This design comes from an exercise in tuning for small area, a short achievable clock period and few clock cycles per item on the open sky130 flow, not from production work. The RTL was checked by simulation tests, not by an equivalence proof against the original design.

==> design/flow/design.v <==
module div_recombine #(
  parameter int WIDTH = 64
) (
  input  logic               clk,
  input  logic               rstn,
  input  logic               vld_i,
  input  logic [WIDTH-1:0]   op1_i,
  input  logic [WIDTH-1:0]   op2_i,
  input  logic [WIDTH-1:0]   quo_i,
  input  logic [WIDTH-1:0]   rem_i,
  output logic               ready_o,
  output logic               vld_o,
  output logic [2*WIDTH-1:0] prod_o,
  output logic               ok_o,
  output logic               rng_o
);
  localparam int ITER = WIDTH / 2;
  localparam int CW   = $clog2(ITER + 1);
  localparam int PW   = 2 * WIDTH;
  typedef enum logic [1:0] {IDLE, BUSY, DONE} state_t;
  state_t           state;
  logic [WIDTH-1:0] op1_q;
  logic [WIDTH-1:0] op2_q;
  logic [WIDTH-1:0] rem_q;
  logic [WIDTH-1:0] quo_sh;
  logic             quo_ones_q;
  logic [CW-1:0]    cnt;
  logic [PW-1:0]    acc;
  logic [PW-1:0]    m1;
  logic [PW-1:0]    m3;
  logic [PW-1:0]    addend;
  logic [WIDTH+1:0] op2x3;
  logic             rng_next;
  logic             ok_next;
  assign op2x3 = {2'b00, op2_i} + {1'b0, op2_i, 1'b0};
  always_comb begin
    addend = '0;
    case (quo_sh[1:0])
      2'd1:    addend = m1;
      2'd2:    addend = m1 << 1;
      2'd3:    addend = m3;
      default: addend = '0;
    endcase
  end
  always_comb begin
    rng_next = 1'b0;
    ok_next  = 1'b0;
    if (op2_q != '0) begin
      rng_next = rem_q < op2_q;
      ok_next  = (acc == {{WIDTH{1'b0}}, op1_q}) && rng_next;
    end else begin
      rng_next = rem_q == op1_q;
      ok_next  = quo_ones_q && (rem_q == op1_q);
    end
  end
  always_ff @(posedge clk or negedge rstn) begin
    if (!rstn) begin
      state       <= IDLE;
      op1_q       <= '0;
      op2_q       <= '0;
      rem_q       <= '0;
      quo_sh      <= '0;
      quo_ones_q  <= 1'b0;
      cnt         <= '0;
      acc         <= '0;
      m1          <= '0;
      m3          <= '0;
      ready_o <= 1'b1;
      vld_o   <= 1'b0;
      prod_o  <= '0;
      ok_o    <= 1'b0;
      rng_o   <= 1'b0;
    end else begin
      case (state)
        IDLE: begin
          if (vld_i) begin
            op1_q       <= op1_i;
            op2_q       <= op2_i;
            rem_q       <= rem_i;
            quo_sh      <= quo_i;
            quo_ones_q  <= &quo_i;
            acc         <= {{WIDTH{1'b0}}, rem_i};
            m1          <= {{WIDTH{1'b0}}, op2_i};
            m3          <= {{(WIDTH-2){1'b0}}, op2x3};
            cnt         <= '0;
            ready_o <= 1'b0;
            state       <= BUSY;
          end
        end
        BUSY: begin
          if (cnt == CW'(ITER)) begin
            prod_o <= acc;
            ok_o   <= ok_next;
            rng_o  <= rng_next;
            vld_o  <= 1'b1;
            state      <= DONE;
          end else begin
            acc    <= acc + addend;
            m1     <= m1 << 2;
            m3     <= m3 << 2;
            quo_sh <= quo_sh >> 2;
            cnt    <= cnt + CW'(1);
          end
        end
        DONE: begin
          vld_o   <= 1'b0;
          ready_o <= 1'b1;
          state       <= IDLE;
        end
        default: begin
          vld_o   <= 1'b0;
          ready_o <= 1'b1;
          state       <= IDLE;
        end
      endcase
    end
  end
endmodule
==> design/flow/run.sh <==
#!/bin/bash
# synth_recipe.tcl (not shown) runs the flow's synth.tcl, then flattens the netlist and writes it again
# the make line also repeats each setting of config.mk as NAME=value (left out here)
make -C /OpenROAD-flow-scripts/flow DESIGN_CONFIG=/design/flow/config.mk WORK_HOME=/design/flow/orfs CLKGATE_MAP_FILE= SYNTH_SCRIPT=/design/flow/synth_recipe.tcl finish
==> design/flow/config.mk <==
export PLATFORM = sky130hd
export DESIGN_NAME = div_recombine
export DESIGN_NICKNAME = div_recombine
export VERILOG_FILES = /design/flow/design.v
export SDC_FILE = /design/flow/constraint.sdc
export NUM_CORES = 4
export LEC_CHECK = 0
export CAP_MARGIN = 20
export CORE_MARGIN = 2
export CORE_UTILIZATION = 35
export PLACE_DENSITY = 0.5
export SLEW_MARGIN = 20
==> design/flow/constraint.sdc <==
create_clock -name core_clock -period 8.0 [get_ports {clk}]
set_input_delay 1.6000 -clock core_clock [delete_from_list [all_inputs] [get_ports {clk}]]
set_output_delay 1.6000 -clock core_clock [all_outputs]
set_load 0.01 [all_outputs]
==> metrics.md, run 1 <==
| Metric | Value |
|---|---|
| Syn. warnings | `1` |
| Register area | `19500 sq um` |
| Clk latency of the worst-skew pair | `0.72 ns` |
| Ant. Diodes | `0` |
| Final period utilization | `77.3%` |
| Met3 Use GR | `5.18%` |
| H-Tree Depth | `3` |
| Pin count of the biggest net entering global routing | `193` |
| Worst Path Class, Setup | `reg2reg` |
| Global placement routability congestion | `0.978` |
| Gr busiest metal | `met1` |
| Drt drc | `0` |
| Post-synthesis sequential area ratio | `40.1%` |
| Synth top area cells | `dfrtp_1 (40%), nand2_1 (9.8%), ha_1 (6.6%), mux2_2 (5.9%), a21oi_1 (4.1%)` |
| Post-Syn Nets | `6266` |
| FF-to-FF Start | `quo_sh[1]$_DFFE_PN0P_` |
| Min cycle time layout | `6.18 ns` |
| GRT met1 Usage | `40.5%` |
| Crit start category | `register` |
| Io pins | `391` |
| Nets@finish | `6422` |
| HP Start | `m3[127]$_DFFE_PN0P_` |
| R2R Setup Slk | `1.82 ns` |
| Overall routing resource usage | `26.2%` |
| Die ar. | `142000 sq um` |
| Die height | `377 um` |
| Worst Path Max Fanout | `45` |
| Vias in the first global route | `41900` |
| Final setup fails | `0` |
| Die Span X | `377 um` |
| Hold EP | `m3[127]$_DFFE_PN0P_` |
| Clk sink count | `780` |
| Peak Freq | `162 MHz` |
| Status | `no timing/DRC/antenna violations` |
| EDFF count, synth | `0` |
| Final hold vios | `0` |
| Hold Buf Count CTS | `0` |
| Yosys top cell by area | `dfrtp_1` |
| Max-slew violations | `0` |
| R2R depth | `17` |
| First-pass detailed-route iteration total | `5` |
| Antenna violations before repair | `13` |
| CTS Buffer Depth | `3` |
| Clk root buf | `clkbuf_16` |
| Hold depth | `2` |
| DR vias | `43500` |
| Port buffer count | `390` |
| Critical Path End Type | `register` |
| Worst-margin pin slew | `1.09 ns` |
| Drt wl/cell | `24.4 um` |
| Post-Place Cells | `7603` |
| DR vias/cell | `5.60` |
| Post-DP HPWL | `143 mm` |
| Worst clock skew | `0.0352 ns` |
| Max cap viols | `0` |
| Synth cell types | `79` |
| Yosys reg bits | `780` |
| Layout Utilization | `41.3%` |
| Data arrival time of the worst path | `6.79 ns` |
| Layout area overhead | `17.0%` |
| Fraction of final layout cells sized beyond drive strength 1 | `7.87%` |
| Multi-input logic area | `27300 sq um` |
| Met2 usage | `36.9%` |
| Rows | `136` |
| Clock slew at reported path FFs | `0.06 ns` |
| CTS tree | `yes` |
| Async SR Flop Fraction | `100%` |
| Setup TNS Final | `0 ns` |
| Initial core utilization | `35.3%` |
| Global-route wire length before repair | `280 mm` |
| RR Endpoint | `acc[97]$_DFFE_PN0P_` |
| Cell area after synthesis | `48600 sq um` |
| Critical Path RT | `8.61 ns` |
| Synthesized instance count | `5748` |
| Postcts setup bufs | `0` |
| Remaining antenna violation count | `0` |
| DR iter-0 viols | `4044` |
| Ys flop type | `dfrtp_1` |
| Resized cells post-CTS | `0` |
| Non-Filler Instances | `7769` |
| HP Class | `reg2reg` |
| Core area | `138000 sq um` |
| RSZ-0062 raised after global routing | `no` |
| Syn avg cell area | `8.46 sq um` |
| Total CTS buffers | `93` |
| Routed wire length | `190 mm` |
| Global route overflow | `0` |
| Synth top area share | `40.1%` |
| Slew HR | `27.2%` |
| Fill cells | `13800` |
cell usage in the layout (no fill, tap or decap), types with 27 or more instances in the layout:
cell type           n
dfrtp_1           777
a21oi_1           400
nor2b_1            43
nand4_1           133
o21bai_1           54
and3_1             27
xor2_1            169
mux2_2            254
a21o_1            157
clkdlybuf4s50_1   389
clkbuf_16          93
xnor2_1           138
nand3_1           186
nand2b_1           31
nor4_1             72
nand2_1          1263
a22o_1            127
o21ai_0           356
ha_1              257
nor2_1            382
a31oi_1           151
nor3_1             40
inv_1             129
critical path: stages, from the launching register on:
cell and delay, ns:
dfrtp_4 0.83, nor2b_4 0.63, buf_4 0.35, a22o_1 0.26, ha_1 0.18, a21o_1 0.12
nand4_1 0.14, a21oi_2 0.23, o31ai_4 0.10, nand2_1 0.20, a31oi_1 0.24, o21ai_0 0.91
a21oi_1 0.31, o41ai_1 0.58, nor3b_1 0.52, a21oi_1 0.15, xor2_1 0.16, o21ai_0 0.14
area by class of cell:
class | count | share of cell area, %
sequential | 780 | 34.3
inverter | 131 | 0.877
timing repair buffer | 424 | 7.54
clock buffer | 132 | 4.61
tap | 1794 | 3.94
clock inverter | 34 | 0.710
multi-input combinational | 4474 | 48.0
sequential cells by signal, summed over array words and instances, names as in the netlist:
register,cells
acc,128
m3,128
prod_o,128
m1,127
op1_q,64
op2_q,64
quo_sh,64
rem_q,64
cnt,6
state,2
ok_o,1
quo_ones_q,1
ready_o,1
rng_o,1
vld_o,1
cells by family after synthesis:
logic type | count (synthesis) | share of synthesized area (%)
AND/OR/NAND/NOR | 2237 | 19.8
AO/OA/AOI/OAI | 1413 | 18.1
flip-flops | 780 | 40.1
buffers and inverters | 494 | 3.82
XOR/XNOR | 307 | 5.53
adder cells (fa/ha/maj) | 259 | 6.69
multiplexers | 258 | 5.96
worst max-delay path by stage:
stage / from / end / slack [ns]
2_1_floorplan: op2_i[0] / m3[59]$_DFFE_PN0P_ / 3.14
4_1_cts: quo_sh[1]$_DFFE_PN0P_ / acc[124]$_DFFE_PN0P_ / 1.87
3_5_place_dp: op2_i[1] / m3[59]$_DFFE_PN0P_ / 1.62
3_3_place_gp: op2_i[1] / m3[59]$_DFFE_PN0P_ / 1.58
5_1_grt: quo_sh[1]$_DFFE_PN0P_ / acc[124]$_DFFE_PN0P_ / 1.48
6_report: quo_sh[1]$_DFFE_PN0P_ / acc[97]$_DFFE_PN0P_ / 1.82
stage by stage:
stage / area, sq um / hold slack (ns) / setup slack (ns)
global route: 56900 / 0.497 / 1.48
CTS: 56900 / 0.470 / 1.87
finish: 56900 / 0.465 / 1.82
global placement: 53900 / 0.451 / 1.58
detailed placement: 53900 / 0.458 / 1.62
floorplan: 48600 / 0.433 / 3.14
cells in the mapped netlist (22+ instances only):
library cell     n
o21ai_1         26
ha_1           257
nand4_1        133
nor2b_1         45
nand3_1        186
clkbuf_1       339
a31oi_1        151
nand2_1       1265
xnor2_1        138
o21ai_0        356
a21o_1         157
or3_1           22
nor3_1          40
mux2_2         254
nand2b_1        32
and3_1          27
a21oi_1        400
xor2_1         169
nor4_1          72
nor2_1         384
o21bai_1        54
inv_1          129
dfrtp_1        779
a22o_1         127
routing by layer:
metal / wire length (um) / up-vias
met5: 64 / -
met4: 4270 / 10
met3: 14900 / 193
met2: 77300 / 1446
met1: 93100 / 21400
li1: - / 20500
Testbench counts, summed over its fixed seeds: cycles 33,600, items 960.
==> run 2: changes to the inputs <==
==> design/flow/design.v (replaced) <==
module div_recombine #(
  parameter int WIDTH = 64
) (
  input  logic               clk,
  input  logic               rstn,
  input  logic               vld_i,
  input  logic [WIDTH-1:0]   op1_i,
  input  logic [WIDTH-1:0]   op2_i,
  input  logic [WIDTH-1:0]   quo_i,
  input  logic [WIDTH-1:0]   rem_i,
  output logic               ready_o,
  output logic               vld_o,
  output logic [2*WIDTH-1:0] prod_o,
  output logic               ok_o,
  output logic               rng_o
);
  typedef enum logic [1:0] {IDLE, BUSY, DONE} state_t;
  state_t        state;
  logic [2:0]    cnt;
  logic [63:0]   a_q;
  logic [63:0]   b_q;
  logic [65:0]   b3_q;
  logic [63:0]   q_sh;
  logic [64:0]   acc;       
  logic [63:0]   plo;       
  logic          lt_q, req_q, qones_q, bnz_q;
  logic [72:0]   x;
  logic [65:0]   pp [4];
  logic          accept;
  logic          eq;
  assign accept = vld_i && ready_o;
  always_comb begin
    for (int k = 0; k < 4; k++) begin
      case (q_sh[2*k +: 2])
        2'd1:    pp[k] = {2'b00, b_q};
        2'd2:    pp[k] = {1'b0, b_q, 1'b0};
        2'd3:    pp[k] = b3_q;
        default: pp[k] = '0;
      endcase
    end
  end
  assign x = {8'd0, acc} + {7'd0, pp[0]} + {5'd0, pp[1], 2'd0} + {3'd0, pp[2], 4'd0}
           + {1'd0, pp[3], 6'd0};
  assign eq = (acc == '0) && (plo == a_q);
  always_ff @(posedge clk or negedge rstn) begin
    if (!rstn) begin
      state   <= IDLE;
      cnt     <= '0;
      ready_o <= 1'b1;
      vld_o   <= 1'b0;
    end else begin
      vld_o <= 1'b0;
      case (state)
        BUSY: begin
          cnt <= cnt + 3'd1;
          if (cnt == 3'd7) begin
            state   <= DONE;
            ready_o <= 1'b1;
          end
        end
        DONE: begin
          vld_o <= 1'b1;
          if (accept) begin
            state   <= BUSY;
            cnt     <= '0;
            ready_o <= 1'b0;
          end else begin
            state   <= IDLE;
          end
        end
        default: begin
          if (accept) begin
            state   <= BUSY;
            cnt     <= '0;
            ready_o <= 1'b0;
          end
        end
      endcase
    end
  end
  always_ff @(posedge clk) begin
    if (accept) begin
      a_q     <= op1_i;
      b_q     <= op2_i;
      b3_q    <= {2'b00, op2_i} + {1'b0, op2_i, 1'b0};
      q_sh    <= quo_i;
      acc     <= {1'b0, rem_i};
      lt_q    <= rem_i < op2_i;
      req_q   <= rem_i == op1_i;
      qones_q <= &quo_i;
      bnz_q   <= |op2_i;
    end else if (state == BUSY) begin
      plo  <= {x[7:0], plo[63:8]};
      acc  <= x[72:8];
      q_sh <= q_sh >> 8;
    end
    if (state == DONE) begin
      prod_o <= {acc[63:0], plo};
      rng_o  <= bnz_q ? lt_q : req_q;
      ok_o   <= bnz_q ? (eq && lt_q) : (qones_q && req_q);
    end
  end
endmodule
==> design/flow/flow/run.sh (new file) <==
#!/bin/bash
set -euo pipefail
cat >> config.mk <<'CFG'
export DONT_USE_CELLS += sky130_fd_sc_hd__a222oi_1 sky130_fd_sc_hd__a21oi_2 sky130_fd_sc_hd__a22oi_2 sky130_fd_sc_hd__a21boi_1 sky130_fd_sc_hd__a21boi_2
export BUFFER_PORTS_ARGS = -buffer_cell sky130_fd_sc_hd__buf_2
CFG
bash standard.sh > standard.log 2>&1
==> design/flow/standard.sh (new file) <==
#!/bin/bash
# synth_recipe.tcl (not shown) runs the flow's synth.tcl, then flattens the netlist and writes it again
# the make line also repeats each setting of config.mk as NAME=value (left out here)
make -C /OpenROAD-flow-scripts/flow DESIGN_CONFIG=/design/flow/config.mk WORK_HOME=/design/flow/orfs CLKGATE_MAP_FILE= SYNTH_SCRIPT=/design/flow/synth_recipe.tcl "${@:-finish}"
--- a/design/flow/config.mk
+++ b/design/flow/config.mk
@@ -5,8 +5,14 @@
 export SDC_FILE = /design/flow/constraint.sdc
 export NUM_CORES = 4
 export LEC_CHECK = 0
+export ABC_AREA = 0
+export ABC_CLOCK_PERIOD_IN_PS = 4500
 export CAP_MARGIN = 20
 export CORE_MARGIN = 2
-export CORE_UTILIZATION = 35
-export PLACE_DENSITY = 0.5
+export CORE_UTILIZATION = 45
+export PLACE_DENSITY = 0.55
+export SETUP_SLACK_MARGIN = 3.5
 export SLEW_MARGIN = 20
+export TNS_END_PERCENT = 10
+export DONT_USE_CELLS += sky130_fd_sc_hd__a222oi_1 sky130_fd_sc_hd__a21oi_2 sky130_fd_sc_hd__a22oi_2 sky130_fd_sc_hd__a21boi_1 sky130_fd_sc_hd__a21boi_2
+export BUFFER_PORTS_ARGS = -buffer_cell sky130_fd_sc_hd__buf_2
removed: design/flow/run.sh
==> metrics.md, run 2 <==
| Metric | Value |
|---|---|
| Status | `no timing/DRC/antenna violations (unchanged)` |
| Synth top area share | `39.4% (was 40.1%)` |
| Critical Path End Type | `register (unchanged)` |
| Metal2 WL | `67.7 mm (was 77.3 mm)` |
| Worst Path Max Fanout | `12 (was 45)` |
| Post-Synth Simple-Gate Area | `8.57% (was 19.8%)` |
| Final period utilization | `73.8% (was 77.3%)` |
| Synth cell types | `77 (was 79)` |
| Met3 wire len | `15.0 mm (was 14.9 mm)` |
| Yosys reg bits | `527 (was 780)` |
| Nets@finish | `4848 (was 6422)` |
| HP Class | `reg2reg (unchanged)` |
| Yosys top cell by area | `edfxtp_1 (was dfrtp_1)` |
| Compound-cell area share of the yosys netlist | `15.0% (was 18.1%)` |
| Die ar. | `90300 sq um (was 142000 sq um)` |
| Synth top area cells | `edfxtp_1 (39%), fa_1 (9.6%), ha_1 (8.0%), mux2_2 (7.2%), inv_1 (4.9%) (was dfrtp_1 (40%), nand2_1 (9.8%), ha_1 (6.6%), mux2_2 (5.9%), a21oi_1 (4.1%))` |
| Top routing layer in use | `met5 (unchanged)` |
| Syn. warnings | `2 (was 1)` |
| Most common cell after layout, fill and taps aside | `edfxtp_1 (was nand2_1)` |
| H-Tree Depth | `2 (was 3)` |
| Crit start category | `register (unchanged)` |
| DR vias/cell | `5.97 (was 5.60)` |
| Antenna violations before repair | `17 (was 13)` |
| Total CTS buffers | `60 (was 93)` |
| DR vias | `31900 (was 43500)` |
| Biggest register | `prod_o` |
| Die Span X | `300 um (was 377 um)` |
| Worst path cell trace | `buf_6, bufbuf_16, mux2_2, a22oi_1, fa_1, inv_1, fa_1, inv_1, fa_1, inv_1, ha_1, a21oi_1, o21ai_2, or3b_4, o211ai_1, nand3b_1, o2111ai_4, o31a_1, o31ai_4, xnor2_1, a21oi_1 (was nor2b_4, buf_4, a22o_1, ha_1, a21o_1, nand4_1, a21oi_2, o31ai_4, nand2_1, a31oi_1, o21ai_0, a21oi_1, o41ai_1, nor3b_1, a21oi_1, xor2_1, o21ai_0)` |
| Drt wl/cell | `28.4 um (was 24.4 um)` |
| Routed wire length | `152 mm (was 190 mm)` |
| Critical Path RT | `8.35 ns (was 8.61 ns)` |
| Worst Path Class, Setup | `reg2reg (unchanged)` |
| Pin count of the biggest net entering global routing | `159 (was 193)` |
| Worst clock skew | `0.0376 ns (was 0.0352 ns)` |
| CTS Buffer Depth | `3 (unchanged)` |
| Largest family of logic cells by synthesized area | `adder cells (was simple AND/OR/NAND/NOR gates)` |
| Worst-margin pin slew | `1.23 ns (was 1.09 ns)` |
| Setup TNS Final | `0 ns (unchanged)` |
| Peak Freq | `169 MHz (was 162 MHz)` |
| Cell area after synthesis | `39600 sq um (was 48600 sq um)` |
| Final setup fails | `0 (unchanged)` |
| Fraction of final layout cells sized beyond drive strength 1 | `23.5% (was 7.87%)` |
| Synth Area in XOR/XNOR | `5.07% (was 5.53%)` |
| Clk latency of the worst-skew pair | `0.67 ns (was 0.72 ns)` |
| Port buffer count | `390 (unchanged)` |
| Min cycle time layout | `5.91 ns (was 6.18 ns)` |
| Post-Syn Nets | `4437 (was 6266)` |
| Mux contribution to synthesized area | `7.33% (was 5.96%)` |
| Max reg flops | `128` |
| Syn avg cell area | `10.6 sq um (was 8.46 sq um)` |
| DR iter-0 viols | `3431 (was 4044)` |
| Layout area overhead | `17.6% (was 17.0%)` |
| Global-route wire length before repair | `216 mm (was 280 mm)` |
| Io pins | `391 (unchanged)` |
| Fill cells | `7890 (was 13800)` |
| Worst path bufs/invs | `5 (was 1)` |
| Rows | `108 (was 136)` |
| Top Registers | `prod_o: 128 flops, acc: 65 flops, b3_q: 65 flops (was acc: 128 flops, m3: 128 flops, prod_o: 128 flops)` |
| Area after DPL | `42700 sq um (was 53900 sq um)` |
| Global route overflow | `0 (unchanged)` |
| Clk sink count | `527 (was 780)` |
| Post-DP HPWL | `116 mm (was 143 mm)` |
| Final hold vios | `0 (unchanged)` |
| Data arrival time of the worst path | `6.26 ns (was 6.79 ns)` |
| Max-slew violations | `0 (unchanged)` |
| Clk root buf | `clkbuf_16 (unchanged)` |
| Die height | `300 um (was 377 um)` |
| RSZ-0062 raised after global routing | `yes (was no)` |
| CTS tree | `yes (unchanged)` |
| Slew HR | `17.5% (was 27.2%)` |
| Core area | `86900 sq um (was 138000 sq um)` |
| Met1 wire length | `61.3 mm (was 93.1 mm)` |
| Design area | `46500 sq um (was 56900 sq um)` |
| Async SR Flop Fraction | `1.33% (was 100%)` |
| Global placement routability congestion | `0.992 (was 0.978)` |
| Slowest CP cell | `fa_1 (was o21ai_0)` |
| Clock slew at reported path FFs | `0.06 ns (about the same)` |
| Most frequent cells in the layout | `edfxtp_1 (519), inv_1 (503), buf_2 (390) (was nand2_1 (1263), dfrtp_1 (777), a21oi_1 (400))` |
| Max cap viols | `0 (unchanged)` |
| Initial core utilization | `45.5% (was 35.3%)` |
| EDFF count, synth | `519 (was 0)` |
| Overall routing resource usage | `33.1% (was 26.2%)` |
| Synthesized instance count | `3735 (was 5748)` |
| CP max stage delay | `0.53 ns (was 0.91 ns)` |
| Drt drc | `0 (unchanged)` |
| Ys flop type | `edfxtp_1 (was dfrtp_1)` |
| Post-Synth Adder-Cell Area | `17.6% (was 6.69%)` |
| Synth cell count leaders | `edfxtp_1 (519), inv_1 (519), nand2_1 (296), ha_1 (254), mux2_2 (253) (was nand2_1 (1265), dfrtp_1 (779), a21oi_1 (400), nor2_1 (384), o21ai_0 (356))` |
| Post-synthesis sequential area ratio | `39.9% (was 40.1%)` |
| Vias in the first global route | `30600 (was 41900)` |
| Remaining antenna violation count | `0 (unchanged)` |
| Delay-heaviest family, CP | `adder cells (was compound AO/OA/AOI/OAI gates)` |
| First-pass detailed-route iteration total | `7 (was 5)` |
[run 2: cell count changes in the layout (fill, tap and decap cells not counted), moves of 186 or more]
| cell | previous run | this run |
|---|---|---|
| nand2_1 | 1263 | 291 |
| dfrtp_1 | 777 | 6 |
| edfxtp_1 | 0 | 519 |
| buf_2 | 0 | 390 |
| clkdlybuf4s50_1 | 389 | 0 |
| inv_1 | 129 | 503 |
| nor2_1 | 382 | 120 |
| o21ai_0 | 356 | 107 |
| a21oi_1 | 400 | 213 |
| fa_1 | 2 | 188 |
[run 2: path summary, 6_finish.rpt]
check | startpoint | end | slack (ns) | cells after the start
max | q_sh[1]$_DFFE_PP_ | acc[59]$_DFFE_PP_ | 2.09 | 21
min | plo[1]$_DFFE_PP_ | prod_o[1]$_DFFE_PP_ | 0.47 | 0
max reg2reg | q_sh[1]$_DFFE_PP_ | acc[59]$_DFFE_PP_ | 2.09 | 21
min reg2reg | plo[1]$_DFFE_PP_ | prod_o[1]$_DFFE_PP_ | 0.47 | 0
max in group asynchronous | rstn | ready_o$_DFFE_PN1P_ | 6.98 | 1
min in group asynchronous | rstn | vld_o$_DFF_PN0_ | 0.78 | 1
[run 2: per-layer routing]
layer / vias up / track usage (%)
met5: - / 0
met4: 10 / 14.0
met3: 329 / 7.09
met2: 1683 / 51.8
met1: 15700 / 44.4
li1: 14300 / -
[run 2: metrics by stage]
stage | cells | hold WS (ns) | setup slack (ns) | utilization, %
finish | 5353 | 0.471 | 2.09 | 53.5
global route | 5351 | 0.486 | 1.98 | 53.5
global placement | 5156 | 0.453 | 1.09 | 49.2
detailed placement | 5156 | 0.453 | 1.04 | 49.2
CTS | 5340 | 0.468 | 2.21 | 53.2
floorplan | 3735 | 0.426 | 2.29 | -
[run 2: cell families after synthesis]
logic type,Yosys count
flops,527
simple gates,713
buf+inv,687
mux,258
fa+ha+maj,443
xor+xnor,229
compound gates,878
[run 2: repair_timing]
action / 4_1_cts / 5_1_grt
setup endpoints to repair: 126 / 131
setup buffers: 60 / 11
resized for setup: 144 / 46
hold buffers: 0 / 0
pin swaps: 32 / 17
gates cloned: 12 / 0
[run 2: layout make-up]
cell class / count / area [sq um] / share of cell area (%)
Clock inverter: 40 / 368 / 0.791
Tap cell: 1155 / 1450 / 3.11
Sequential cell: 527 / 15800 / 33.9
Inverter: 521 / 1970 / 4.23
Clock buffer: 72 / 1590 / 3.42
Antenna cell: 2 / 5.00 / 0.0108
Multi-Input combinational cell: 2523 / 22000 / 47.3
Timing Repair Buffer: 513 / 3350 / 7.21
Testbench counts of run 2, summed over its fixed seeds: cycles 8,656, items 960.
==> run 3: changes to the inputs <==
--- a/design/flow/design.v
+++ b/design/flow/design.v
@@ -16,7 +16,11 @@
 );
   typedef enum logic [1:0] {IDLE, BUSY, DONE} state_t;
   state_t        state;
-  logic [2:0]    cnt;
+  localparam int ND = 8;            
+  localparam int NB = 2 * ND;       
+  localparam int NI = 64 / NB;      
+  localparam int XW = 65 + NB;
+  logic [1:0]    cnt;
   logic [63:0]   a_q;
   logic [63:0]   b_q;
   logic [65:0]   b3_q;
@@ -24,13 +28,13 @@
   logic [64:0]   acc;       
   logic [63:0]   plo;       
   logic          lt_q, req_q, qones_q, bnz_q;
-  logic [72:0]   x;
-  logic [65:0]   pp [4];
+  logic [XW-1:0] x;
+  logic [65:0]   pp [ND];
   logic          accept;
   logic          eq;
   assign accept = vld_i && ready_o;
   always_comb begin
-    for (int k = 0; k < 4; k++) begin
+    for (int k = 0; k < ND; k++) begin
       case (q_sh[2*k +: 2])
         2'd1:    pp[k] = {2'b00, b_q};
         2'd2:    pp[k] = {1'b0, b_q, 1'b0};
@@ -39,8 +43,10 @@
       endcase
     end
   end
-  assign x = {8'd0, acc} + {7'd0, pp[0]} + {5'd0, pp[1], 2'd0} + {3'd0, pp[2], 4'd0}
-           + {1'd0, pp[3], 6'd0};
+  always_comb begin
+    x = XW'(acc);
+    for (int k = 0; k < ND; k++) x = x + (XW'(pp[k]) << (2 * k));
+  end
   assign eq = (acc == '0) && (plo == a_q);
   always_ff @(posedge clk or negedge rstn) begin
     if (!rstn) begin
@@ -52,8 +58,8 @@
       vld_o <= 1'b0;
       case (state)
         BUSY: begin
-          cnt <= cnt + 3'd1;
-          if (cnt == 3'd7) begin
+          cnt <= cnt + 2'd1;
+          if (cnt == 2'(NI - 1)) begin
             state   <= DONE;
             ready_o <= 1'b1;
           end
@@ -90,9 +96,9 @@
       qones_q <= &quo_i;
       bnz_q   <= |op2_i;
     end else if (state == BUSY) begin
-      plo  <= {x[7:0], plo[63:8]};
-      acc  <= x[72:8];
-      q_sh <= q_sh >> 8;
+      plo  <= {x[NB-1:0], plo[63:NB]};
+      acc  <= x[XW-1:NB];
+      q_sh <= q_sh >> NB;
     end
     if (state == DONE) begin
       prod_o <= {acc[63:0], plo};
--- a/design/flow/config.mk
+++ b/design/flow/config.mk
@@ -6,12 +6,12 @@
 export NUM_CORES = 4
 export LEC_CHECK = 0
 export ABC_AREA = 0
-export ABC_CLOCK_PERIOD_IN_PS = 4500
+export ABC_CLOCK_PERIOD_IN_PS = 5000
 export CAP_MARGIN = 20
 export CORE_MARGIN = 2
 export CORE_UTILIZATION = 45
 export PLACE_DENSITY = 0.55
-export SETUP_SLACK_MARGIN = 3.5
+export SETUP_SLACK_MARGIN = 3.0
 export SLEW_MARGIN = 20
 export TNS_END_PERCENT = 10
 export DONT_USE_CELLS += sky130_fd_sc_hd__a222oi_1 sky130_fd_sc_hd__a21oi_2 sky130_fd_sc_hd__a22oi_2 sky130_fd_sc_hd__a21boi_1 sky130_fd_sc_hd__a21boi_2
==> metrics.md, run 3 <==
| Metric | Value |
|---|---|
| Most frequent cells in the layout | `inv_1 (723), edfxtp_1 (519), mux2_2 (509) (was edfxtp_1 (519), inv_1 (503), buf_2 (390))` |
| Worst-margin pin slew | `1.14 ns (was 1.23 ns)` |
| Slowest CP cell | `a22oi_1 (was fa_1)` |
| Largest family of logic cells by synthesized area | `adder cells (unchanged)` |
| Vias in the first global route | `41900 (was 30600)` |
| Synth Area in XOR/XNOR | `4.17% (was 5.07%)` |
| Post-Place Cells | `6653 (was 5156)` |
| Critical Path End Type | `register (unchanged)` |
| Most common cell after layout, fill and taps aside | `inv_1 (was edfxtp_1)` |
| Post-Syn Nets | `5987 (was 4437)` |
| Critical Path RT | `8.43 ns (was 8.35 ns)` |
| Routed wire length | `222 mm (was 152 mm)` |
| Final period utilization | `81.6% (was 73.8%)` |
| Clk latency of the worst-skew pair | `0.72 ns (was 0.67 ns)` |
| Worst clock skew | `0.0574 ns (was 0.0376 ns)` |
| Biggest register | `prod_o (unchanged)` |
| Status | `no timing/DRC/antenna violations (unchanged)` |
| Layout area overhead | `16.4% (was 17.6%)` |
| Clock slew at reported path FFs | `0.06 ns (about the same)` |
| GRT met1 Usage | `47.5% (was 44.4%)` |
| Nets@finish | `6310 (was 4848)` |
| Data arrival time of the worst path | `6.96 ns (was 6.26 ns)` |
| Final hold vios | `0 (unchanged)` |
| Yosys top cell by area | `edfxtp_1 (unchanged)` |
| Initial core utilization | `45.4% (was 45.5%)` |
| Delay-heaviest family, CP | `adder cells (unchanged)` |
| EDFF count, synth | `519 (unchanged)` |
| CTS Buffer Depth | `3 (unchanged)` |
| Drt wl/cell | `32.1 um (was 28.4 um)` |
| Top Registers | `prod_o: 128 flops, acc: 65 flops, b3_q: 65 flops (unchanged)` |
| Final setup fails | `0 (unchanged)` |
| Pin count of the biggest net entering global routing | `145 (was 159)` |
| Clk root buf | `clkbuf_16 (unchanged)` |
| Syn avg cell area | `10.4 sq um (was 10.6 sq um)` |
| Clk sink count | `526 (was 527)` |
| Post-Synth Simple-Gate Area | `7.36% (was 8.57%)` |
| RSZ-0062 raised after global routing | `yes (unchanged)` |
| Drt drc | `0 (unchanged)` |
| Mux contribution to synthesized area | `11.2% (was 7.33%)` |
| DR vias | `43400 (was 31900)` |
| DR iter-0 viols | `4558 (was 3431)` |
| DR vias/cell | `6.29 (was 5.97)` |
| H-Tree Depth | `2 (unchanged)` |
| Core area | `114000 sq um (was 86900 sq um)` |
| Post-Synth Adder-Cell Area | `23.9% (was 17.6%)` |
| Compound-cell area share of the yosys netlist | `15.4% (was 15.0%)` |
| Global route overflow | `0 (unchanged)` |
| Remaining antenna violation count | `0 (unchanged)` |
| Setup TNS Final | `0 ns (unchanged)` |
| R2R Setup Slk | `1.47 ns (was 2.09 ns)` |
| Die ar. | `118000 sq um (was 90300 sq um)` |
| CTS tree | `yes (unchanged)` |
| Area after DPL | `55400 sq um (was 42700 sq um)` |
| CP max stage delay | `0.53 ns (about the same)` |
| R2R depth | `24 (was 21)` |
| Synth top area cells | `edfxtp_1 (30%), fa_1 (17%), mux2_2 (11%), ha_1 (7.0%), a22oi_1 (5.6%) (was edfxtp_1 (39%), fa_1 (9.6%), ha_1 (8.0%), mux2_2 (7.2%), inv_1 (4.9%))` |
| Worst Path Class, Setup | `reg2reg (unchanged)` |
| Cell area after synthesis | `51900 sq um (was 39600 sq um)` |
| Synth cell types | `78 (was 77)` |
| Fraction of final layout cells sized beyond drive strength 1 | `25.2% (was 23.5%)` |
| Post-synthesis sequential area ratio | `30.4% (was 39.9%)` |
| Peak Freq | `153 MHz (was 169 MHz)` |
| Worst Path Max Fanout | `8 (was 12)` |
| Crit start category | `register (unchanged)` |
| Overall routing resource usage | `37.2% (was 33.1%)` |
| Die Span X | `344 um (was 300 um)` |
| Fill cells | `10400 (was 7890)` |
| Max reg flops | `128 (unchanged)` |
| Worst path bufs/invs | `7 (was 5)` |
| RR Endpoint | `acc[55]$_DFFE_PP_ (was acc[59]$_DFFE_PP_)` |
| Async SR Flop Fraction | `1.14% (was 1.33%)` |
| Synth cell count leaders | `inv_1 (739), edfxtp_1 (519), mux2_2 (509), fa_1 (438), a22oi_1 (388) (was edfxtp_1 (519), inv_1 (519), nand2_1 (296), ha_1 (254), mux2_2 (253))` |
| Syn. warnings | `2 (unchanged)` |
| Hold depth | `0 (unchanged)` |
| Synth top area share | `30.0% (was 39.4%)` |
| Antenna violations before repair | `23 (was 17)` |
| Port buffer count | `390 (unchanged)` |
| Max cap viols | `0 (unchanged)` |
| Ys flop type | `edfxtp_1 (unchanged)` |
| Post-DP HPWL | `159 mm (was 116 mm)` |
| Non-Filler Instances | `6897 (was 5353)` |
| HP Class | `reg2reg (unchanged)` |
| End of the critical path | `acc[55]$_DFFE_PP_ (was acc[59]$_DFFE_PP_)` |
| Die height | `344 um (was 300 um)` |
| Crit path from | `q_sh[15]$_DFFE_PP_ (was q_sh[1]$_DFFE_PP_)` |
| Total CTS buffers | `61 (was 60)` |
| Io pins | `391 (unchanged)` |
| Design area | `60400 sq um (was 46500 sq um)` |
| Min cycle time layout | `6.53 ns (was 5.91 ns)` |
| Crit path top cell by count | `fa_1` |
| Levels on crit path | `24 (was 21)` |
| Global placement routability congestion | `0.969 (was 0.992)` |
| HP Start | `plo[8]$_DFFE_PP_ (was plo[1]$_DFFE_PP_)` |
| Max-slew violations | `0 (unchanged)` |
| Met2 usage | `56.8% (was 51.8%)` |
| Slew HR | `23.1% (was 17.5%)` |
| Global-route wire length before repair | `313 mm (was 216 mm)` |
| Worst path cell trace | `buf_12, nor2b_4, buf_12, buf_16, a22oi_1, fa_1, inv_2, fa_2, fa_1, inv_1, fa_1, inv_2, ha_4, nand2_4, nor2_4, and4_4, and3_4, a2111oi_4, buf_4, a311o_2, a2111oi_4, nand2b_4, xnor2_2, a21oi_1 (was buf_6, bufbuf_16, mux2_2, a22oi_1, fa_1, inv_1, fa_1, inv_1, fa_1, inv_1, ha_1, a21oi_1, o21ai_2, or3b_4, o211ai_1, nand3b_1, o2111ai_4, o31a_1, o31ai_4, xnor2_1, a21oi_1)` |
| FF-to-FF Start | `q_sh[15]$_DFFE_PP_ (was q_sh[1]$_DFFE_PP_)` |
| Met3 Use GR | `7.48% (was 7.09%)` |
| Hold Buf Count CTS | `0 (unchanged)` |
| Gr busiest metal | `met2 (unchanged)` |
| Synthesized instance count | `5001 (was 3735)` |
| Rows | `124 (was 108)` |
| First-pass detailed-route iteration total | `6 (was 7)` |
| Yosys reg bits | `526 (was 527)` |
| Top-count cell post-synth | `inv_1` |
==> run 3: cell types whose count changed after synthesis, moves of 11 or more <==
cell	before	now
mux2_2	253	509
fa_1	189	438
inv_1	519	739
a22oi_1	178	388
clkbuf_1	154	304
o21ai_0	118	72
o21ai_1	1	41
a22o_1	80	119
ha_1	254	289
xor2_1	126	148
nor3_1	21	35
and3_1	28	39
nor2b_1	19	30
==> run 3: per-stage QoR <==
step / worst slack, ns / util [%] / hold slack [ns]
CTS: 1.76 / 52.5 / 0.473
detailed placement: 1.03 / 48.4 / 0.458
finish: 1.47 / 52.9 / 0.472
global placement: 1.08 / 48.4 / 0.452
global route: 1.37 / 52.8 / 0.477
floorplan: 1.76 / - / 0.445
==> run 3: routing by layer <==
layer / part of all wire, % / routed length, um
met3: 9.3 / 20600
met1: 38 / 83800
met2: 44 / 98200
met5: 0.010 / 23
met4: 8.6 / 19000
==> run 3: cell type report <==
| class | instances | area [sq um] | area share, % |
|---|---|---|---|
| inverters | 740 | 2790 | 4.61 |
| clock inverters | 38 | 487 | 0.805 |
| flip-flops and latches | 526 | 15800 | 26.1 |
| multi-input cells | 3421 | 33300 | 55.1 |
| well taps | 1512 | 1890 | 3.13 |
| repair buffers | 574 | 4640 | 7.67 |
| diodes | 15 | 37.5 | 0.0621 |
| clock buffers | 71 | 1560 | 2.59 |
==> run 3: how the worst min path moves through the flow <==
stage                                  to  slack (ns)
detailed placement    prod_o[8]$_DFFE_PP_        0.46
global route          prod_o[7]$_DFFE_PP_        0.48
floorplan           prod_o[119]$_DFFE_PP_        0.45
global placement      prod_o[7]$_DFFE_PP_        0.45
CTS                   prod_o[8]$_DFFE_PP_        0.47
finish                prod_o[8]$_DFFE_PP_        0.47
==> run 3: what timing repair did <==
action                     4_1_cts  5_1_grt
gates cloned                    25        1
setup buffers                   74       20
setup endpoints to repair       75       83
pin swaps                      127       54
resized for setup              230       42
==> run 3: cell families after synthesis <==
family | Yosys count
buffers and inverters | 1054
adder cells (fa/ha/maj) | 727
AND/OR/NAND/NOR | 790
flip-flops | 526
multiplexers | 516
AO/OA/AOI/OAI | 1141
XOR/XNOR | 247
Testbench counts of run 3, summed over its fixed seeds: cycles 4,816, items 960.
==> run 4: changes to the inputs <==
--- a/design/flow/design.v
+++ b/design/flow/design.v
@@ -16,7 +16,7 @@
 );
   typedef enum logic [1:0] {IDLE, BUSY, DONE} state_t;
   state_t        state;
-  localparam int ND = 8;            
+  localparam int ND = 16;           
   localparam int NB = 2 * ND;       
   localparam int NI = 64 / NB;      
   localparam int XW = 65 + NB;
--- a/design/flow/config.mk
+++ b/design/flow/config.mk
@@ -6,12 +6,12 @@
 export NUM_CORES = 4
 export LEC_CHECK = 0
 export ABC_AREA = 0
-export ABC_CLOCK_PERIOD_IN_PS = 5000
+export ABC_CLOCK_PERIOD_IN_PS = 6000
 export CAP_MARGIN = 20
 export CORE_MARGIN = 2
 export CORE_UTILIZATION = 45
 export PLACE_DENSITY = 0.55
-export SETUP_SLACK_MARGIN = 3.0
+export SETUP_SLACK_MARGIN = 2.0
 export SLEW_MARGIN = 20
 export TNS_END_PERCENT = 10
 export DONT_USE_CELLS += sky130_fd_sc_hd__a222oi_1 sky130_fd_sc_hd__a21oi_2 sky130_fd_sc_hd__a22oi_2 sky130_fd_sc_hd__a21boi_1 sky130_fd_sc_hd__a21boi_2
==> metrics.md, run 4 <==
| Metric | Value |
|---|---|
| Status | `no timing/DRC/antenna violations (unchanged)` |
| DR iter-0 viols | `9163 (was 4558)` |
| Final period utilization | `95.1% (was 81.6%)` |
| CTS tree | `yes (unchanged)` |
| Synth top area share | `24.1% (was 30.0%)` |
| Slowest CP cell | `edfxtp_1 (was a22oi_1)` |
| Routed wire length | `383 mm (was 222 mm)` |
| Antenna violations before repair | `29 (was 23)` |
| RSZ-0062 raised after global routing | `yes (unchanged)` |
| Nets@finish | `9901 (was 6310)` |
| Critical Path RT | `8.41 ns (was 8.43 ns)` |
| Port buffer count | `390 (unchanged)` |
| Initial core utilization | `45.2% (was 45.4%)` |
| Hold Buf Count CTS | `0 (unchanged)` |
| Async SR Flop Fraction | `1.14% (unchanged)` |
| Drt wl/cell | `35.9 um (was 32.1 um)` |
| Post-Syn Nets | `9413 (was 5987)` |
| Layout area overhead | `18.3% (was 16.4%)` |
| Data arrival time of the worst path | `8.02 ns (was 6.96 ns)` |
| First-pass detailed-route iteration total | `6 (unchanged)` |
| Biggest register | `prod_o (unchanged)` |
| Core area | `172000 sq um (was 114000 sq um)` |
| Die ar. | `176000 sq um (was 118000 sq um)` |
| DR vias | `69700 (was 43400)` |
| Clk root buf | `clkbuf_16 (unchanged)` |
| Crit path top cell by count | `fa_1 (unchanged)` |
| Drt drc | `0 (unchanged)` |
| Pin count of the biggest net entering global routing | `123 (was 145)` |
| Yosys top cell by area | `fa_1 (was edfxtp_1)` |
| Max cap viols | `0 (unchanged)` |
| Global-route wire length before repair | `527 mm (was 313 mm)` |
| CP max stage delay | `0.88 ns (was 0.53 ns)` |
| Global route overflow | `0 (unchanged)` |
| Synth cell types | `69 (was 78)` |
| Die Span X | `419 um (was 344 um)` |
| HP Class | `reg2reg (unchanged)` |
| Syn. warnings | `2 (unchanged)` |
| Overall routing resource usage | `42.3% (was 37.2%)` |
| Synth top area cells | `fa_1 (24%), edfxtp_1 (20%), mux2_2 (15%), a22oi_1 (8.1%), ha_1 (6.6%) (was edfxtp_1 (30%), fa_1 (17%), mux2_2 (11%), ha_1 (7.0%), a22oi_1 (5.6%))` |
| Remaining antenna violation count | `0 (unchanged)` |
| Clk sink count | `526 (unchanged)` |
| Most frequent cells in the layout | `inv_1 (1306), mux2_2 (1019), fa_1 (909) (was inv_1 (723), edfxtp_1 (519), mux2_2 (509))` |
| Yosys reg bits | `526 (unchanged)` |
| Syn avg cell area | `9.94 sq um (was 10.4 sq um)` |
| Clk latency of the worst-skew pair | `0.74 ns (was 0.72 ns)` |
| Crit start category | `register (unchanged)` |
| Min cycle time layout | `7.61 ns (was 6.53 ns)` |
| Top Registers | `prod_o: 128 flops, b3_q: 66 flops, acc: 65 flops (was prod_o: 128 flops, acc: 65 flops, b3_q: 65 flops)` |
| Post-DP HPWL | `278 mm (was 159 mm)` |
| Worst clock skew | `0.0644 ns (was 0.0574 ns)` |
| Final setup fails | `0 (unchanged)` |
| H-Tree Depth | `3 (was 2)` |
| Non-Filler Instances | `10700 (was 6897)` |
| Synthesized instance count | `7810 (was 5001)` |
| Worst Path Class, Setup | `reg2reg (unchanged)` |
| Worst-margin pin slew | `1.15 ns (was 1.14 ns)` |
| Global placement routability congestion | `1.01 (was 0.969)` |
| Fraction of final layout cells sized beyond drive strength 1 | `29.1% (was 25.2%)` |
| Critical Path End Type | `register (unchanged)` |
| Clock slew at reported path FFs | `0.07 ns (was 0.06 ns)` |
| Ys flop type | `edfxtp_1 (unchanged)` |
| Rows | `152 (was 124)` |
| EDFF count, synth | `519 (unchanged)` |
| Total CTS buffers | `71 (was 61)` |
| Peak Freq | `131 MHz (was 153 MHz)` |
| Most common cell after layout, fill and taps aside | `inv_1 (unchanged)` |
| Die height | `419 um (was 344 um)` |
| Max-slew violations | `0 (unchanged)` |
| Top-count cell post-synth | `inv_1 (unchanged)` |
| CTS Buffer Depth | `3 (unchanged)` |
| Final hold vios | `0 (unchanged)` |
| Slew HR | `22.3% (was 23.1%)` |
| Io pins | `391 (unchanged)` |
| Max reg flops | `128 (unchanged)` |
| DR vias/cell | `6.53 (was 6.29)` |
| Cell area after synthesis | `77600 sq um (was 51900 sq um)` |
| Worst Path Max Fanout | `9 (was 8)` |
| Vias in the first global route | `68700 (was 41900)` |
| Post-synthesis sequential area ratio | `20.3% (was 30.4%)` |
| Synth cell count leaders | `inv_1 (1325), mux2_2 (1020), fa_1 (934), a22oi_1 (836), clkbuf_1 (670) (was inv_1 (739), edfxtp_1 (519), mux2_2 (509), fa_1 (438), a22oi_1 (388))` |
| Post-Place Cells | `10300 (was 6653)` |
## run 4: cell count changes after synthesis, sizes merged, moves of 48 or more
cell and delta:
fa +496, a21oi +62, a22oi +448, a22o +59, xnor2 +48, ha +121, inv +585, mux2 +511
xor2 -48, clkbuf +366
## run 4: per-layer routing
layer / vias to the layer above / global-route usage, % / wire [um]
met3: 1385 / 12.6 / 44700
met4: 22 / 30.1 / 35100
met5: - / 0.250 / 224
li1: 28100 / - / -
met1: 35100 / 51.8 / 138000
met2: 5122 / 63.7 / 165000
## run 4: repair_timing
action                                  CTS  global route
gates cloned                             18            17
endpoints found under the setup margin   85            85
gates resized for setup                 163           137
pin swaps                                62           101
buffers inserted                         64           102
## run 4: area by class of cell
| class | instances | area, sq um |
|---|---|---|
| timing repair buffer | 1108 | 10200 |
| clock buffer | 78 | 1800 |
| antenna | 12 | 30.0 |
| multi-input combinational | 5266 | 55500 |
| fill | 15800 | 79800 |
| inverter | 1325 | 4980 |
| sequential | 526 | 15800 |
| clock inverter | 53 | 571 |
| tap | 2310 | 2890 |
## run 4: cell families (layout without fill, tap and decap cells)
logic type | after synthesis | after routing | share of synthesized area, %
AO/OA/AOI/OAI | 1737 | 1737 | 15.9
XOR/XNOR | 247 | 247 | 2.79
multiplexers | 1031 | 1031 | 14.9
other | 0 | 12 | 0
flip-flops | 526 | 526 | 20.3
buffers and inverters | 2018 | 2564 | 9.76
AND/OR/NAND/NOR | 907 | 907 | 5.65
adder cells (fa/ha/maj) | 1344 | 1344 | 30.7
## run 4: final timing paths
kind                                        end  cells past startpoint  slack (ns)          startpoint
max                           acc[56]$_DFFE_PP_                     28        0.39  b3_q[45]$_DFFE_PP_
min                        prod_o[30]$_DFFE_PP_                      0        0.45   plo[30]$_DFFE_PP_
max reg2reg                   acc[56]$_DFFE_PP_                     28        0.39  b3_q[45]$_DFFE_PP_
min reg2reg                prod_o[30]$_DFFE_PP_                      0        0.45   plo[30]$_DFFE_PP_
max in group asynchronous   ready_o$_DFFE_PN1P_                      1        7.05                rstn
min in group asynchronous  state[0]$_DFFE_PN0P_                      1        0.72                rstn
## run 4: through the flow
| step | utilization (%) | hold slack, ns | setup slack [ns] | instance area, sq um | TNS [ns] |
|---|---|---|---|---|---|
| floorplan | - | 0.426 | 1.10 | 77700 | 0 |
| global placement | 49.6 | 0.435 | -0.554 | 85200 | -6.11 |
| detailed placement | 49.7 | 0.437 | -0.548 | 85200 | -6.17 |
| CTS | 52.3 | 0.453 | 0.488 | 89600 | 0 |
| global route | 53.5 | 0.472 | 0.246 | 91800 | 0 |
| finish | 53.5 | 0.451 | 0.390 | 91800 | 0 |
## run 4: critical path, delay by kind of cell, from the launching register on
| family | cells | cell delay (ns) |
|---|---|---|
| simple gates | 1 | 0.19 |
| mux | 1 | 0.18 |
| flops | 1 | 0.88 |
| xor+xnor | 1 | 0.13 |
| fa+ha+maj | 7 | 3.29 |
| buf+inv | 9 | 1.12 |
| compound gates | 9 | 1.50 |
Testbench counts of run 4, summed over its fixed seeds: cycles 2,896, items 960.
==> run 5: changes to the inputs <==
==> design/flow/design.v (replaced) <==
module div_recombine #(
  parameter int WIDTH = 64
) (
  input  logic               clk,
  input  logic               rstn,
  input  logic               vld_i,
  input  logic [WIDTH-1:0]   op1_i,
  input  logic [WIDTH-1:0]   op2_i,
  input  logic [WIDTH-1:0]   quo_i,
  input  logic [WIDTH-1:0]   rem_i,
  output logic               ready_o,
  output logic               vld_o,
  output logic [2*WIDTH-1:0] prod_o,
  output logic               ok_o,
  output logic               rng_o
);
  localparam int ND = 16;           
  localparam int NB = 2 * ND;       
  localparam int NI = 64 / NB;      
  localparam int XW = 65 + NB;
  logic          busy;
  logic [1:0]    cnt;
  logic          fin;               
  logic [63:0]   a_q, a_o;
  logic [63:0]   b_q;
  logic [65:0]   b3_q;
  logic [63:0]   q_sh;
  logic [64:0]   acc;               
  logic [63:0]   plo;               
  logic          lt_q, req_q, qones_q, bnz_q;
  logic          lt_o, req_o, qones_o, bnz_o;
  logic [XW-1:0] x;
  logic [65:0]   pp [ND];
  logic          accept;
  logic          last;
  logic          eq;
  assign accept = vld_i && ready_o;
  assign last   = busy && (cnt == 2'(NI - 1));
  always_comb begin
    for (int k = 0; k < ND; k++) begin
      case (q_sh[2*k +: 2])
        2'd1:    pp[k] = {2'b00, b_q};
        2'd2:    pp[k] = {1'b0, b_q, 1'b0};
        2'd3:    pp[k] = b3_q;
        default: pp[k] = '0;
      endcase
    end
  end
  always_comb begin
    x = XW'(acc);
    for (int k = 0; k < ND; k++) x = x + (XW'(pp[k]) << (2 * k));
  end
  assign eq = (prod_o[127:64] == '0) && (prod_o[63:0] == a_o);
  always_ff @(posedge clk or negedge rstn) begin
    if (!rstn) begin
      busy    <= 1'b0;
      cnt     <= '0;
      fin     <= 1'b0;
      ready_o <= 1'b1;
      vld_o   <= 1'b0;
    end else begin
      vld_o <= fin;
      fin   <= last;
      if (accept) begin
        busy    <= 1'b1;
        cnt     <= '0;
        ready_o <= (NI == 1);
      end else if (busy) begin
        cnt <= cnt + 2'd1;
        if (last) busy <= 1'b0;
        if (cnt == 2'(NI - 2)) ready_o <= 1'b1;
      end
    end
  end
  always_ff @(posedge clk) begin
    if (accept) begin
      a_q     <= op1_i;
      b_q     <= op2_i;
      b3_q    <= {2'b00, op2_i} + {1'b0, op2_i, 1'b0};
      q_sh    <= quo_i;
      acc     <= {1'b0, rem_i};
      lt_q    <= rem_i < op2_i;
      req_q   <= rem_i == op1_i;
      qones_q <= &quo_i;
      bnz_q   <= |op2_i;
    end else if (busy) begin
      plo  <= {x[NB-1:0], plo[63:NB]};
      acc  <= x[XW-1:NB];
      q_sh <= q_sh >> NB;
    end
    if (last) begin
      prod_o  <= {x[XW-2:NB], x[NB-1:0], plo[63:NB]};
      a_o     <= a_q;
      lt_o    <= lt_q;
      req_o   <= req_q;
      qones_o <= qones_q;
      bnz_o   <= bnz_q;
    end
    if (fin) begin
      rng_o <= bnz_o ? lt_o : req_o;
      ok_o  <= bnz_o ? (eq && lt_o) : (qones_o && req_o);
    end
  end
endmodule
==> metrics.md, run 5 <==
| Metric | Value |
|---|---|
| Status | `no timing/DRC/antenna violations (unchanged)` |
| Yosys top cell by area | `fa_1 (unchanged)` |
| Max cap viols | `0 (unchanged)` |
| Global route overflow | `0 (unchanged)` |
| CTS tree | `yes (unchanged)` |
| Total CTS buffers | `70 (was 71)` |
| Biggest register | `prod_o (unchanged)` |
| Die ar. | `178000 sq um (was 176000 sq um)` |
| Pin count of the biggest net entering global routing | `153 (was 123)` |
| Hold_ws | `0.393 ns (was 0.451 ns)` |
| Vias in the first global route | `69000 (was 68700)` |
| Global placement routability congestion | `1.01 (about the same)` |
| Syn avg cell area | `10.1 sq um (was 9.94 sq um)` |
| Data arrival time of the worst path | `8.28 ns (was 8.02 ns)` |
| Rows | `153 (was 152)` |
| Clk latency of the worst-skew pair | `0.71 ns (was 0.74 ns)` |
| Fraction of final layout cells sized beyond drive strength 1 | `30.3% (was 29.1%)` |
| Setup TNS Final | `0 ns (unchanged)` |
| Post-DP HPWL | `287 mm (was 278 mm)` |
| Synth top area cells | `fa_1 (24%), edfxtp_1 (21%), mux2_2 (15%), a22oi_1 (7.9%), ha_1 (6.5%) (was fa_1 (24%), edfxtp_1 (20%), mux2_2 (15%), a22oi_1 (8.1%), ha_1 (6.6%))` |
| Max-slew violations | `0 (unchanged)` |
| Worst Path Class, Setup | `reg2reg (unchanged)` |
| Synth top area share | `23.8% (was 24.1%)` |
| Routed wire length | `376 mm (was 383 mm)` |
| Synthesized instance count | `7789 (was 7810)` |
| Min cycle time layout | `7.84 ns (was 7.61 ns)` |
| CTS Buffer Depth | `3 (unchanged)` |
| Cell area after synthesis | `78600 sq um (was 77600 sq um)` |
| Core area | `174000 sq um (was 172000 sq um)` |
| Syn. warnings | `2 (unchanged)` |
| Worst clock skew | `0.0345 ns (was 0.0644 ns)` |
| Top-count cell post-synth | `inv_1 (unchanged)` |
| Async SR Flop Fraction | `1.07% (was 1.14%)` |
| Yosys reg bits | `562 (was 526)` |
| Worst-margin pin slew | `1.05 ns (was 1.15 ns)` |
| Initial core utilization | `45.3% (was 45.2%)` |
| Remaining antenna violation count | `0 (unchanged)` |
| Die height | `422 um (was 419 um)` |
| Critical Path End Type | `register (unchanged)` |
| Nets@finish | `9945 (was 9901)` |
| Peak Freq | `128 MHz (was 131 MHz)` |
| EDFF count, synth | `555 (was 519)` |
| Global-route wire length before repair | `524 mm (was 527 mm)` |
| Io pins | `391 (unchanged)` |
| Port buffer count | `390 (unchanged)` |
| Overall routing resource usage | `41.1% (was 42.3%)` |
| Clk root buf | `clkbuf_16 (unchanged)` |
| Ys flop type | `edfxtp_1 (unchanged)` |
| Final setup fails | `0 (unchanged)` |
| Post-synthesis sequential area ratio | `21.4% (was 20.3%)` |
| Drt drc | `0 (unchanged)` |
| HP Class | `reg2reg (unchanged)` |
| Final hold vios | `0 (unchanged)` |
| Post-Syn Nets | `9393 (was 9413)` |
| Clock slew at reported path FFs | `0.06 ns (was 0.07 ns)` |
| Clk sink count | `562 (was 526)` |
| Worst Path Max Fanout | `11 (was 9)` |
| DR vias | `68100 (was 69700)` |
| Drt wl/cell | `35.0 um (was 35.9 um)` |
| Synth cell types | `76 (was 69)` |
| Crit start category | `register (unchanged)` |
| Antenna violations before repair | `26 (was 29)` |
| DR vias/cell | `6.35 (was 6.53)` |
| Layout area overhead | `18.8% (was 18.3%)` |
| Most frequent cells in the layout | `inv_1 (1315), mux2_2 (1046), fa_1 (893) (was inv_1 (1306), mux2_2 (1019), fa_1 (909))` |
| DR iter-0 viols | `7885 (was 9163)` |
| Most common cell after layout, fill and taps aside | `inv_1 (unchanged)` |
| First-pass detailed-route iteration total | `7 (was 6)` |
| Layout Utilization | `53.8% (was 53.5%)` |
| Synth cell count leaders | `inv_1 (1345), mux2_2 (1047), fa_1 (934), a22oi_1 (832), clkbuf_1 (658) (was inv_1 (1325), mux2_2 (1020), fa_1 (934), a22oi_1 (836), clkbuf_1 (670))` |
| Top Registers | `prod_o: 128 flops, b3_q: 66 flops, acc: 65 flops (unchanged)` |
| Max reg flops | `128 (unchanged)` |
| Die Span X | `422 um (was 419 um)` |
| RSZ-0062 raised after global routing | `yes (unchanged)` |
| Slew HR | `29.9% (was 22.3%)` |
| Critical Path RT | `8.44 ns (was 8.41 ns)` |
| Final period utilization | `98.0% (was 95.1%)` |
| H-Tree Depth | `3 (unchanged)` |
==> run 5: cell types whose count changed after synthesis, moves of 12 or more <==
cell,previous run,this run
xor2_1,100,140
nand2_1,314,345
mux2_2,1020,1047
nor2_1,170,125
inv_1,1325,1345
buf_2,1,20
edfxtp_1,519,555
clkbuf_1,670,658
a21oi_1,282,226
xnor2_1,147,116
nand3_1,53,39
==> run 5: stage by stage <==
stage	instances	cell area, sq um	setup WS [ns]
detailed placement	10500	87900	-0.701
global placement	10500	87900	-0.672
floorplan	7789	78900	1.06
global route	10700	93300	-0.0367
CTS	10700	92500	0.208
finish	10700	93400	0.160
==> run 5: path summary, 6_finish.rpt <==
path	depth (start not counted)	start	slack, ns	endpoint
max reg2reg	27	q_sh[11]$_DFFE_PP_	0.16	acc[50]$_DFFE_PP_
min reg2reg	0	a_q[21]$_DFFE_PP_	0.39	a_o[21]$_DFFE_PP_
min	0	a_q[21]$_DFFE_PP_	0.39	a_o[21]$_DFFE_PP_
min in group asynchronous	1	rstn	0.77	busy$_DFF_PN0_
max in group asynchronous	1	rstn	6.96	ready_o$_DFFE_PN1P_
max	27	q_sh[11]$_DFFE_PP_	0.16	acc[50]$_DFFE_PP_
==> run 5: what timing repair did <==
| item | CTS | global route |
|---|---|---|
| endpoints found under the setup margin | 163 | 167 |
| pin swaps | 71 | 39 |
| cloned | 23 | 9 |
| buffers inserted | 70 | 32 |
| resized for setup | 202 | 68 |
| hold buffers | 0 | 0 |
==> run 5: worst max-delay path, cell delays in order (launching register included) <==
cell	delay, ns
edfxtp_1	0.42
buf_4	0.22
clkbuf_16	0.23
mux2_2	0.34
a22oi_1	0.21
fa_2	0.55
inv_1	0.10
fa_1	0.47
fa_1	0.57
fa_1	0.42
fa_1	0.49
inv_1	0.05
fa_1	0.48
inv_1	0.08
ha_4	0.31
buf_4	0.10
nand4_1	0.14
or4_4	0.55
nor3_4	0.18
a2111oi_2	0.08
nor3_2	0.19
buf_4	0.16
a31o_4	0.22
a21oi_4	0.08
buf_12	0.16
o41ai_2	0.32
xnor2_1	0.16
mux2_2	0.28
==> run 5: layer usage <==
metal / routed length [um] / global-route usage [%] / vias up
met5: 143 / 0 / -
met4: 33900 / 30.2 / 16
met3: 34400 / 8.61 / 1163
met2: 172000 / 65.4 / 4045
met1: 136000 / 49.3 / 34900
li1: - / - / 28100
==> run 5: cells by family (layout without fill, tap and decap cells) <==
kind of cell    after synthesis  count (layout)  synth area share [%]
simple gates                869             869                  5.37
flops                       562             562                  21.4
other cells                   0              16                     0
fa+ha+maj                  1345            1345                  30.3
buf+inv                    2041            2648                  9.78
xor+xnor                    257             257                  2.87
mux                        1054            1054                  15.1
compound gates             1661            1661                  15.1
==> run 5: area by class of cell <==
type                       count  area, sq um
timing repair buffer        1176        11000
fill                       15900        80300
clock buffer                  83         1820
sequential                   562        16800
clock inverter                44          482
multi-input combinational   5186        55300
tap                         2325         2910
antenna                       16         40.0
inverter                    1345         5060
Testbench counts of run 5, summed over its fixed seeds: cycles 1,944, items 960.

[static timing again, ports no longer ideal]
The flow's constraints put no driver on any port. The routed layouts listed below were extracted and timed again, unchanged, in two steps.
Step 1 sets driving cells, clkbuf_16 on the clock port and buf_2 on the other inputs (assumed; they add their load-dependent delay and slew).
Step 2 also shifts input and output timing later by t, the mid clock arrival at the registers, as if the neighbouring blocks saw the same clock.
Three values: ideal ports, drivers, drivers and shift; two values: the first two.
run | t (ns) | slack for setup (ns) | worst hold slack (ns) | pins driven straight from the clock port
run 1 | 0.787 | 1.817 / 1.817 / 1.499 | 0.465 / 0.465 / 0.465 | 1
run 2 | 0.713 | 2.095 / 2.095 / 1.796 | 0.471 / 0.471 / 0.471 | 1
run 3 | 0.774 | 1.473 / 1.473 / 1.473 | 0.472 / 0.472 / 0.472 | 1
run 4 | 0.808 | 0.390 / 0.390 / 0.390 | 0.451 / 0.451 / 0.451 | 1
run 5 | 0.784 | 0.160 / 0.160 / 0.160 | 0.393 / 0.393 / 0.393 | 1
After both steps setup and hold are still met in every run listed. The setup slack of run 1, which loses most, moves by 0.000 ns with the drivers and by -0.318 ns with both steps.
